Background: an optimization exercise with open tools, aiming at a short achievable clock period and few clock cycles per item. Do not read the settings as production practice. The RTL was checked by simulation tests, not by an equivalence proof against the original design. Power is estimated from default activity; no workload was simulated.

Setup of the reference run:
==> flow/design.v (excerpt) <==
module jump_trajectory_profiler_top #(
    parameter int POS_BITS  = POS_BITS_DEF,
    parameter int FRAC_BITS = FRAC_BITS_DEF,
    localparam int CFG_W    = (POS_BITS > TICK_W) ? POS_BITS : TICK_W
) (
    input  logic                       i_clk,
    input  logic                       i_rst_n,
    input  logic                       i_cfg_wr_en,
    input  logic [CFG_IDX_W-1:0]       i_cfg_addr,
    input  logic [CFG_W-1:0]           i_cfg_wr_data,
    input  logic                       i_in_valid,
    output logic                       o_in_stall,
    input  logic                       i_command,
    input  logic signed [POS_BITS-1:0] i_start_height,
    output logic                       o_out_valid,
    input  logic                       i_out_stall,
    output logic signed [POS_BITS-1:0] o_target_x,
    output logic signed [POS_BITS-1:0] o_target_z,
    output logic [PHASE_W-1:0]         o_phase
);
Size in the first run: roughly 14000 cells after synthesis, ~3300 flip-flops, roughly 86 I/O pins, roughly 160000 µm² of cells after synthesis.
Settings: LEC_CHECK=0, CAP_MARGIN=20, CORE_MARGIN=2, CORE_UTILIZATION=40, SLEW_MARGIN=20; clock period 10.0 ns.
standard.sh (not shown) runs the stock make flow with config.mk's settings and CLKGATE_MAP_FILE= SYNTH_SCRIPT=/design/flow/synth_recipe.tcl, a recipe that flattens the netlist after the stock synthesis.
==> flow/flow/run.sh <==
#!/bin/bash
set -euo pipefail
mapfile -t ARGS < <(grep -v '^$' flow/make_args.txt)
bash standard.sh "${ARGS[@]}" finish > standard_flow.log 2>&1
==> flow/flow/make_args.txt <==
SETUP_SLACK_MARGIN=6.9
CTS_CLUSTER_SIZE=25
CTS_CLUSTER_DIAMETER=100
MATCH_CELL_FOOTPRINT=0
CORE_UTILIZATION=65
BUFFER_PORTS_ARGS=-buffer_cell sky130_fd_sc_hd__buf_4
Testbench counts of the reference run, summed over its fixed seeds: cycles 8,518, items 7,934.
[inputs] the trial run vs the reference run
--- a/flow/design.v
+++ b/flow/design.v
@@ -239,20 +239,21 @@
         r_d7    <= {w_d7a[19:10] + w_d7b[19:10] + 10'(r_d7_lo[10]), r_d7_lo[9:0]};
     end
     assign r_kd[1] = w_xd;
     assign r_kd[2] = w_xd << 1;
     assign r_kd[3] = r_d3;
     assign r_kd[4] = w_xd << 2;
     assign r_kd[5] = r_d5;
     assign r_kd[6] = r_d3 << 1;
     assign r_kd[7] = r_d7;
     logic       r_stall, r_ov;
+    logic       r_ovp;      
     logic       w_acc, w_take, w_rst_any;
     assign w_acc     = i_in_valid && !r_stall;
     assign w_take    = r_ov && !i_out_stall;
     assign w_rst_any = !i_rst_n || r_rst_d;
     logic [CAP:0] r_cnt, n_cnt;
     always_comb begin
         n_cnt = r_cnt;
         if (w_acc && !w_take) n_cnt = {r_cnt[CAP-1:0], 1'b1};
         if (!w_acc && w_take) n_cnt = {1'b0, r_cnt[CAP:1]};
         if (w_rst_any) n_cnt = '0;
@@ -1235,29 +1236,31 @@
     always_ff @(posedge i_clk) begin
         if (w_res_v) r_q[r_wp] <= w_res;
     end
     always_ff @(posedge i_clk) begin
         if (w_rst_any) begin
             r_wp <= '0;
             r_rp <= '0;
             r_fc <= '0;
             r_ne <= 1'b0;
             r_ov <= 1'b0;
+            r_ovp <= 1'b0;
         end else begin
             if (w_res_v) r_wp <= (r_wp == FAW'(FD - 1)) ? '0 : r_wp + 1'b1;
             if (w_load)  r_rp <= (r_rp == FAW'(FD - 1)) ? '0 : r_rp + 1'b1;
             r_fc <= n_fc;
             r_ne <= n_fc[0];
-            if (w_free) r_ov <= r_ne || w_res_v;
+            r_ov  <= w_free ? (r_ne || w_res_v) : r_ovp;
+            r_ovp <= w_free ? (r_ne || w_res_v) : r_ov;
         end
     end
     logic [38:0] r_out, r_out_b, w_out_n;
     assign w_out_n = r_ne ? r_q[r_rp] : w_res;
     always_ff @(posedge i_clk) begin
         r_out   <= w_free ? w_out_n : r_out_b;
         r_out_b <= w_free ? w_out_n : r_out;
     end
-    assign o_out_valid = r_ov;
+    assign o_out_valid = r_ovp;
     assign o_target_x  = r_out[38:21];
     assign o_target_z  = r_out[20:3];
     assign o_phase     = r_out[2:0];
 endmodule
Taking the reference run as the reference, in the trial run routed wire length now sits higher, worst setup slack went up.
In the flow results for the reference run and the trial run, the final critical-path required period is larger on the reference run.
Looking at antenna cell count, the trial run sits 42 higher than the reference run does.
[compare] base=the reference run new=the trial run: total net switching power +3.5%; number of cells on the worst reg-to-reg path -4; number of inverters outside the clock class in the layout -about 2%; part of the power in the clock network -0.7 points.
Diff the reference run -> the trial run: area after synthesis closely matched the old numbers, total number of vias closely matched the old numbers, pin count of the biggest net entering global routing increased by 4 relative to the old numbers, sequential share of layout area closely matched the old numbers, critical path depth closely matched the old numbers.
Status: share of the synthesized area in compound gates (AO/OA/AOI/OAI) parity (the trial run, the reference run)
Testbench counts of the trial run, summed over its fixed seeds: cycles 8,518, items 7,934.

[port drivers added, routing unchanged]
In the flow no input, the clock included, has a driving cell. The finished layouts below were timed again as built, in two steps.
Step 1, drivers: a clkbuf_16 drives i_clk and a buf_2 each remaining input, both assumed.
Step 2 times the ports against the registers' clock, not the clock port: input delays grow and output delays shrink by t, the midpoint of the rising clock arrivals with the driver on.
Slacks: no drivers / after step 1 / after step 2; pairs: no drivers / after step 1.
run | t (ns) | setup WS [ns] | worst setup path after step 2
the reference run | 0.956 | 6.565 / 6.474 / 6.084 | input to register
the trial run | 0.960 | 6.601 / 6.497 / 5.980 | input to register
After both steps every run listed still meets setup and hold. For the trial run, which loses most, drivers alone change the setup slack by -0.104 ns; drivers and shift together by -0.621 ns.
